This design comes from an exercise in tuning for small area, a short achievable clock period and few clock cycles per item on the open sky130 flow, not from production work.
In this exercise RTL edits were held to simulation tests only and were not proved equivalent to the original.
No activity file was given, so power comes from the tool's default toggle rates.

## echo_distance_moving_average
module echo_distance_moving_average #(
	parameter int MAX_SAMPLES = edma_pkg::MAX_SAMPLES_DEF
) (
	input  logic                       clk,
	input  logic                       arst_n,
	input  logic                       echo_valid,
	output logic                       echo_ready,
	input  logic [edma_pkg::ECHO_W-1:0] echo_us,
	output logic                       result_valid,
	input  logic                       result_ready,
	output logic [edma_pkg::DIST_W-1:0] result_distance_q8,
	output logic                       result_valid_res,
	input  logic                       cfg_wr_en,
	input  logic [edma_pkg::CFG_W-1:0] cfg_wr_data
);
	localparam int EW  = edma_pkg::ECHO_W;
	localparam int DW  = edma_pkg::DIST_W;
	localparam int TW  = DW + 4;       
	localparam int NS  = 16;           
	localparam int NST = 10;           
	logic adv_q;
	logic          v0_q;
	logic [EW-1:0] us0_q;
	logic [EW+2:0] a0_q;        
	always_ff @(posedge clk or negedge arst_n) begin
		if (!arst_n) v0_q <= 1'b0;
		else if (adv_q) v0_q <= echo_valid;
	end
	always_ff @(posedge clk) begin
		if (adv_q) begin
			us0_q <= echo_us;
			a0_q  <= {echo_us, 2'd0} + {3'd0, echo_us};
		end
	end
	logic          vm_q, zm_q;
	logic [EW-1:0] usm_q;
	logic [EW+7:0] b_q;         
	logic          v1_q, z1_q;
	logic [DW-1:0] d1_q;
	logic [EW+10:0] prod;
	assign prod = {usm_q, 10'd0} + {3'd0, b_q};
	always_ff @(posedge clk or negedge arst_n) begin
		if (!arst_n) begin
			vm_q <= 1'b0;
			v1_q <= 1'b0;
		end else if (adv_q) begin
			vm_q <= v0_q;
			v1_q <= vm_q;
		end
	end
	always_ff @(posedge clk) begin
		if (adv_q) begin
			usm_q <= us0_q;
			b_q   <= {1'b0, a0_q, 4'd0} + {4'd0, a0_q, 1'b0};
			zm_q  <= (us0_q == '0);
			d1_q  <= prod[EW+10:8];
			z1_q  <= zm_q;
		end
	end
	logic [4:0]    win_q;       
	logic [4:0]    fill_q;      
	logic          full_q;      
	logic [DW-1:0] ring [NS];
	logic [DW-1:0] oldest;
	logic          v2_q, z2_q;
	logic [DW:0]   delta2_q;    
	logic [NS-1:0] ins;         
	logic [4:0]    n2_q;
	logic [5:0]    n32_q;       
	logic          push;
	logic [4:0]    fill_nx;
	logic [4:0]    cfg_w;
	always_comb begin
		cfg_w = cfg_wr_data;
		if (cfg_wr_data == '0) cfg_w = 5'd1;
		else if (cfg_wr_data > 5'd16) cfg_w = 5'd16;
	end
	assign push    = adv_q && v1_q && !z1_q;
	assign fill_nx = full_q ? fill_q : fill_q + 5'd1;
	assign oldest  = ring[NS-1];
  ...
Size in the first run: roughly 2,600 cells after synthesis, roughly 820 flip-flops, about 38,000 um^2 of cells after synthesis.
clock: 5.5 ns
lec_check: 0
cap_margin: 20
core_margin: 2
core_utilization: 65
cts_cluster_diameter: 80
cts_cluster_size: 20
place_density: 0.8
setup_slack_margin: 3.0
slew_margin: 20
run.sh (not shown) runs the stock make flow with config.mk's settings and CLKGATE_MAP_FILE= SYNTH_SCRIPT=/design/flow/synth_recipe.tcl, a recipe that flattens the netlist after the stock synthesis.
Testbench counts at the start, summed over its fixed seeds: cycles 5,975, items 5,207.
Rerun with:
Settings changed: CORE_UTILIZATION 65 to 55, CTS_CLUSTER_DIAMETER 80 to default, CTS_CLUSTER_SIZE 20 to default, PLACE_DENSITY 0.8 to default.
=> The changed run passed the timing, design-rule and antenna checks. Area after synthesis does not change. Via count stays flat. Fmax came out higher by a few percent. Setup slack improved by 0.071 ns. Global-route usage came out lower by 2.5 points. Cell area came out higher by a few percent. Synthesized cell count is unchanged. Utilization came out lower by 8.3 points. Wire length came out higher by a few percent. Combinational power stays flat.
Rerun with:
Settings changed: CTS_CLUSTER_DIAMETER from default to 80, CTS_CLUSTER_SIZE from default to 20, TNS_END_PERCENT from default to 5.
Fmax goes down by 2.6%.
First-iteration DRC count goes down by 11%.
Routed wire length goes down by 2.5%.
Register-to-register slack is worse by 0.07 ns.
Worst setup slack is worse by 0.072 ns.
Total power goes down by 8.8%.
Sequential power stays flat.
Rerun with:
Settings changed: TNS_END_PERCENT 5 to 20.
Result: Clock power barely changes; power goes up by about 0.5%; worst setup slack gets better by 0.049 ns; sequential share of layout area goes down by 0.23 points; non-clock buffer count goes up by 3; hold slack stays flat; combinational power hardly moves; routed wire length goes up by 0.61%; synthesized cell count stays the same; first-iteration DRC count goes down by about 5%; critical path depth goes up by 2.
Rerun with:
Settings changed: CTS_CLUSTER_DIAMETER 80 to default, CTS_CLUSTER_SIZE 20 to default, SETUP_SLACK_MARGIN 3.0 to 3.2, TNS_END_PERCENT 20 to default.
Cell count went up by about 5%.
Critical path depth fell by 1.
Utilization goes up by 4.6 points.
Via count increases by about 3.5%.
Combinational power rose by about 20%.
Total power is higher by about 15%.


Starting RTL as in the previous note.
## echo_distance_moving_average
module echo_distance_moving_average #(
	parameter int MAX_SAMPLES = edma_pkg::MAX_SAMPLES_DEF
) (
	input  logic                       clk,
	input  logic                       arst_n,
	input  logic                       echo_valid,
	output logic                       echo_ready,
	input  logic [edma_pkg::ECHO_W-1:0] echo_us,
	output logic                       result_valid,
	input  logic                       result_ready,
	output logic [edma_pkg::DIST_W-1:0] result_distance_q8,
	output logic                       result_valid_res,
	input  logic                       cfg_wr_en,
	input  logic [edma_pkg::CFG_W-1:0] cfg_wr_data
);
Settings: LEC_CHECK=0, CAP_MARGIN=20, CORE_MARGIN=2, CORE_UTILIZATION=55, CTS_CLUSTER_DIAMETER=80, CTS_CLUSTER_SIZE=20, PLACE_DENSITY=0.72, SETUP_SLACK_MARGIN=3.0, SLEW_MARGIN=20; clock period 5.5 ns.
The starting point produced a clean layout.
Testbench counts at the start, summed over its fixed seeds: cycles 5,975, items 5,207.
Then changed:
--- a/flow/config.mk
+++ b/flow/config.mk
@@ -11,5 +11,4 @@
 export CTS_CLUSTER_DIAMETER = 80
 export CTS_CLUSTER_SIZE = 20
-export PLACE_DENSITY = 0.72
 export SETUP_SLACK_MARGIN = 3.0
 export SLEW_MARGIN = 20
Outcome:
- wire length went up slightly
- core utilization went up by 0.20 points
- hold slack improves by 0.0057 ns
- total power is about the same
- clock power went up slightly
- area after synthesis does not change
- global-route usage went up by 0.15 points
- non-clock buffer count went up by 8
- clock skew went down by 0.010 ns
- die area is unchanged
Then changed:
--- a/flow/config.mk
+++ b/flow/config.mk
@@ -11,4 +11,6 @@
 export CTS_CLUSTER_DIAMETER = 80
 export CTS_CLUSTER_SIZE = 20
+export PLACE_DENSITY = 0.7
 export SETUP_SLACK_MARGIN = 3.0
 export SLEW_MARGIN = 20
+export TNS_END_PERCENT = 20
Effect: The changed run finished with timing, DRC and antenna clean; die area does not change; sequential cell count stays the same; design area is lower slightly; critical path depth is lower by 11; worst setup slack gets better by 0.061 ns; maximum frequency is higher by a few percent; routed wire length is lower by a few percent; synthesized area does not change; sequential share of layout area is higher by 0.73 points; hold slack gets better by 0.0041 ns.
Then changed:
--- a/flow/config.mk
+++ b/flow/config.mk
@@ -8,9 +8,5 @@
 export CAP_MARGIN = 20
 export CORE_MARGIN = 2
-export CORE_UTILIZATION = 55
-export CTS_CLUSTER_DIAMETER = 80
-export CTS_CLUSTER_SIZE = 20
-export PLACE_DENSITY = 0.7
-export SETUP_SLACK_MARGIN = 3.0
+export CORE_UTILIZATION = 65
+export SETUP_SLACK_MARGIN = 2.8
 export SLEW_MARGIN = 20
-export TNS_END_PERCENT = 20
Effect: The new run finished clean. Synthesized cell count does not change. Via count climbs by 0.47%. Setup slack is worse by 0.091 ns.

-- what the ideal ports hide --
Ports are ideal in the flow. The routed layouts listed here were re-timed in OpenROAD. Step 1 (the two cells are an assumption about what drives the block):
set clk [get_ports {clk}]
set_driving_cell -lib_cell sky130_fd_sc_hd__clkbuf_16 $clk
set_driving_cell -lib_cell sky130_fd_sc_hd__buf_2 [delete_from_list [all_inputs] $clk]
Step 2 times the ports against the registers' clock, not the clock port: input delays grow and output delays shrink by t, the midpoint of the rising clock arrivals with the driver on. Slacks: ideal ports / drivers / drivers and shift; pairs: ideal ports / drivers.
run | t, ns | slack for setup (ns) | worst setup path after step 2 | pins driven straight from the clock port
the first run of note 1 | 0.665 | 2.790 / 2.790 / 2.282 | input to register | 1
the second run of note 1 | 0.686 | 2.861 / 2.827 / 2.336 | input to register | 1
the third run of note 1 | 0.661 | 2.789 / 2.789 / 2.328 | input to register | 1
the fourth run of note 1 | 0.663 | 2.839 / 2.839 / 2.318 | input to register | 1
the fifth run of note 1 | 0.695 | 2.886 / 2.850 / 2.356 | input to register | 1
the first run of note 2 | 0.661 | 2.816 / 2.816 / 2.350 | input to register | 1
the second run of note 2 | 0.668 | 2.835 / 2.828 / 2.371 | input to register | 1
the third run of note 2 | 0.656 | 2.897 / 2.836 / 2.314 | input to register | 1
the fourth run of note 2 | 0.675 | 2.806 / 2.791 / 2.230 | input to register | 1
After both steps setup and hold are still met in every run listed. For the third run of note 2, which loses most, drivers alone change the setup slack by -0.061 ns; drivers and shift together by -0.583 ns.
